This is an optimization exercise on Yosys and OpenROAD, whose aim is small area, a short achievable clock period and few clock cycles per item, not a production implementation. Where RTL was checked, it was by simulation tests only, not by an equivalence proof against the original. No driver is modelled on the clock port, so clocking that relies on it looks cheaper here than on a real chip.

==> inputs of run a <==
Design page_slot_directory_top, start of the top module:
module page_slot_directory_top #(
	parameter int SLOT_COUNT = psd_pkg::SLOT_COUNT_DEF
) (
	input  wire logic                          clk,
	input  wire logic                          arst_n,
	input  wire logic                          start,
	output logic                               busy,
	input  wire logic                          operation,
	input  wire logic [psd_pkg::PAGE_W-1:0]    page_id,
	output logic                               done,
	output logic [psd_pkg::STATUS_W-1:0]       status,
	output logic [psd_pkg::SLOT_W-1:0]         slot
);
==> module psd_datapath, before the edit <==
module psd_datapath #(
	parameter int SLOT_COUNT = psd_pkg::SLOT_COUNT_DEF
) (
	input  wire logic                          clk,
	input  wire logic                          arst_n,
	input  wire psd_pkg::psd_cmd_t             cmd,
	input  wire logic                          operation,
	input  wire logic [psd_pkg::PAGE_W-1:0]    page_id,
	output logic                               done,
	output logic [psd_pkg::STATUS_W-1:0]       status,
	output logic [psd_pkg::SLOT_W-1:0]         slot
);
	localparam int IDX_W = (SLOT_COUNT > 1) ? $clog2(SLOT_COUNT) : 1;
	logic [SLOT_COUNT-1:0]           valid_q;
	logic [psd_pkg::PAGE_W-1:0]      page_q [SLOT_COUNT];
	logic                            op_r;
	logic [psd_pkg::PAGE_W-1:0]      page_r;
	logic [SLOT_COUNT-1:0]           match_r;   
	logic                            same_r;    
	logic                            prev_present;
	logic [SLOT_COUNT-1:0]           prev_onehot;
	logic [SLOT_COUNT-1:0]           match;
	logic [SLOT_COUNT-1:0]           first_free;
	logic [SLOT_COUNT-1:0]           valid_hit;
	logic [SLOT_COUNT-1:0]           valid_miss;
	logic                            below_full;
	logic                            hit_any;
	logic                            free_any;
	logic [IDX_W-1:0]                cmp_idx;
	logic [IDX_W-1:0]                hit_idx;
	logic [IDX_W-1:0]                free_idx;
	logic [psd_pkg::STATUS_W-1:0]    status_d;
	logic [psd_pkg::SLOT_W-1:0]      slot_d;
	logic                            done_q;
	logic [psd_pkg::STATUS_W-1:0]    status_q;
	logic [psd_pkg::SLOT_W-1:0]      slot_q;
	always_ff @(posedge clk) begin
		op_r   <= operation;
		page_r <= page_id;
		same_r <= cmd.resolve && (page_id == page_r);
		for (int k = 0; k < SLOT_COUNT; k++) begin
			match_r[k] <= valid_q[k] && (page_q[k] == page_id);
		end
	end
	always_comb begin
		prev_present = (status_q == psd_pkg::ST_HIT) || (status_q == psd_pkg::ST_LOAD);
		for (int k = 0; k < SLOT_COUNT; k++) begin
			prev_onehot[k] = prev_present && (slot_q == psd_pkg::SLOT_W'(k));
		end
	end
	always_comb begin
		match   = same_r ? prev_onehot : match_r;
		hit_any = same_r ? prev_present : |match_r;
		cmp_idx = '0;
		for (int k = 0; k < SLOT_COUNT; k++) begin
			if (match_r[k]) begin
				cmp_idx = cmp_idx | IDX_W'(k);
			end
		end
		hit_idx  = same_r ? IDX_W'(slot_q) : cmp_idx;
		free_idx = '0;
		for (int k = SLOT_COUNT - 1; k >= 0; k--) begin
			if (!valid_q[k]) begin
				free_idx = IDX_W'(k);
			end
		end
		below_full = 1'b1;
		for (int k = 0; k < SLOT_COUNT; k++) begin
			first_free[k] = !valid_q[k] && below_full;
			below_full    = below_full && valid_q[k];
		end
		free_any = !(&valid_q);
	end
	always_comb begin
		status_d = psd_pkg::ST_ABSENT;
		slot_d   = '0;
		if (op_r == psd_pkg::OP_GET) begin
			if (hit_any) begin
				status_d = psd_pkg::ST_HIT;
				slot_d   = psd_pkg::SLOT_W'(hit_idx);
			end else if (free_any) begin
				status_d = psd_pkg::ST_LOAD;
				slot_d   = psd_pkg::SLOT_W'(free_idx);
			end else begin
				status_d = psd_pkg::ST_FULL;
			end
		end else begin
			if (hit_any) begin
				status_d = psd_pkg::ST_REMOVED;
				slot_d   = psd_pkg::SLOT_W'(hit_idx);
			end
		end
	end
	always_comb begin
		for (int k = 0; k < SLOT_COUNT; k++) begin
			valid_hit[k]  = valid_q[k] && !(cmd.resolve && (op_r == psd_pkg::OP_REMOVE) && match[k]);
			valid_miss[k] = valid_q[k] || (cmd.resolve && (op_r == psd_pkg::OP_GET) && first_free[k]);
		end
	end
	always_ff @(posedge clk or negedge arst_n) begin
		if (!arst_n) begin
			valid_q <= '0;
		end else begin
			valid_q <= hit_any ? valid_hit : valid_miss;
		end
	end
	always_ff @(posedge clk) begin
		for (int k = 0; k < SLOT_COUNT; k++) begin
			if (!valid_q[k]) begin
				page_q[k] <= page_r;
			end
		end
	end
	always_ff @(posedge clk or negedge arst_n) begin
		if (!arst_n) begin
			done_q <= 1'b0;
		end else begin
			done_q <= cmd.resolve;
		end
	end
	always_ff @(posedge clk) begin
		status_q <= status_d;
		slot_q   <= slot_d;
	end
	assign done   = done_q;
	assign status = status_q;
	assign slot   = slot_q;
endmodule
clock: 5.0 ns
lec_check: 0
cap_margin: 20
core_margin: 2
core_utilization: 65
place_density: 0.7
setup_slack_margin: 3.1
slew_margin: 20
standard.sh (not shown) runs the stock make flow with config.mk's settings and CLKGATE_MAP_FILE= SYNTH_SCRIPT=/design/flow/synth_recipe.tcl, a recipe that flattens the netlist after the stock synthesis.
==> flow/flow/run.sh <==
#!/bin/bash
set -euo pipefail
here=$(cd "$(dirname "$0")" && pwd)
args=("BUFFER_PORTS_ARGS=-buffer_cell sky130_fd_sc_hd__buf_4" "MATCH_CELL_FOOTPRINT=0")
export BUFFER_PORTS_ARGS="-buffer_cell sky130_fd_sc_hd__buf_4"
export MATCH_CELL_FOOTPRINT=0
if [[ -f "$here/cts_args" ]]; then
  export CTS_ARGS="$(tr '\n' ' ' < "$here/cts_args")"
  args+=("CTS_ARGS=$CTS_ARGS")
fi
bash standard.sh "${args[@]}" finish > flow_make.log 2>&1
==> flow/flow/cts_args <==
-sink_clustering_enable -repair_clock_nets -sink_clustering_size 44 -sink_clustering_max_diameter 60 -dont_use_dummy_load
==> run b (differences from run a) <==
Settings changed: CORE_UTILIZATION 65 to 60, PLACE_DENSITY 0.7 to 0.72.
==> run c (differences from run a) <==
--- a/flow/design.v
+++ b/flow/design.v
@@ -62,4 +62,5 @@
 	localparam int IDX_W = (SLOT_COUNT > 1) ? $clog2(SLOT_COUNT) : 1;
 	logic [SLOT_COUNT-1:0]           valid_q;
+	logic [SLOT_COUNT-1:0]           free_q;    
 	logic [psd_pkg::PAGE_W-1:0]      page_q [SLOT_COUNT];
 	logic                            op_r;
@@ -155,8 +156,10 @@
 	end
 	always_ff @(posedge clk) begin
-		for (int k = 0; k < SLOT_COUNT; k++) begin
-			if (!valid_q[k]) begin
-				page_q[k] <= page_r;
-			end
+		free_q <= ~(hit_any ? valid_hit : valid_miss);
+	end
+	always_ff @(posedge clk) begin
+		for (int k = 0; k < SLOT_COUNT; k++) begin
+			page_q[k] <= (page_q[k] & {psd_pkg::PAGE_W{valid_q[k]}})
+			           | (page_r & {psd_pkg::PAGE_W{free_q[k]}});
 		end
 	end
Settings changed: PLACE_DENSITY 0.7 to 0.75, SETUP_SLACK_MARGIN 3.1 to 3.2.
==> reports/qor.yml <==
outcome: "finished clean"
synth_most_common_cell: "edfxtp_1"
reg2reg_to: "u_datapath.valid_q[3]"
synthSimpleGateAreaFrac_pct: 6.53
Source of the figures above: run b

==> reports/qor.yml <==
synth_most_common_cell: "edfxtp_1"
buf_share_pct: 4.75
synthSimpleGateAreaFrac_pct: 6.53
synthAdderAreaFrac_pct: 0
outcome: "finished clean"
drtAntennaViolNets: 0
reg2reg_to: "u_datapath.same_r"
Source of the figures above: run a

==> reports/qor.yml <==
synth_most_common_cell: "dfxtp_1"
reg2reg_to: "u_datapath.free_q[4]"
crit_path_start: "u_datapath.done_q"
synthSimpleGateAreaFrac_pct: 6.45
synthMuxAreaShare_pct: 0
outcome: "finished clean"
Source of the figures above: run c

Testbench counts of run a, summed over its fixed seeds: cycles 16,016, items 16,000.
Testbench counts of run b, summed over its fixed seeds: cycles 16,016, items 16,000.
For run c, only the layout was checked, not whether the RTL still works.

## afterwards: timing with drivers on the ports
How much do the figures lean on ideal ports? The routed layouts below were timed once more, with nothing changed but the port constraints. Step 1: set_driving_cell puts a clkbuf_16 on clk and a buf_2 on each other input, an assumption about the parent block. Step 2 adds t to the input delays and takes it off the output delays; t is the mean of the earliest and latest rising clock arrival at the registers after step 1. Input paths then give back, and output paths get back, about the clock's delay inside the block. Three values: ideal ports, drivers, drivers and shift; two values: the first two.
run	t (ns)	slack for setup (ns)	worst register clock-pin slew, ns
run a	0.603	2.963 / 2.904 / 2.451	0.10 / 0.10
run b	0.624	2.987 / 2.927 / 2.419	0.10 / 0.10
run c	0.609	2.953 / 2.900 / 2.521	0.10 / 0.10
After both steps setup and hold are still met in every run listed. For run b, which loses most, drivers alone change the setup slack by -0.060 ns; drivers and shift together by -0.568 ns.
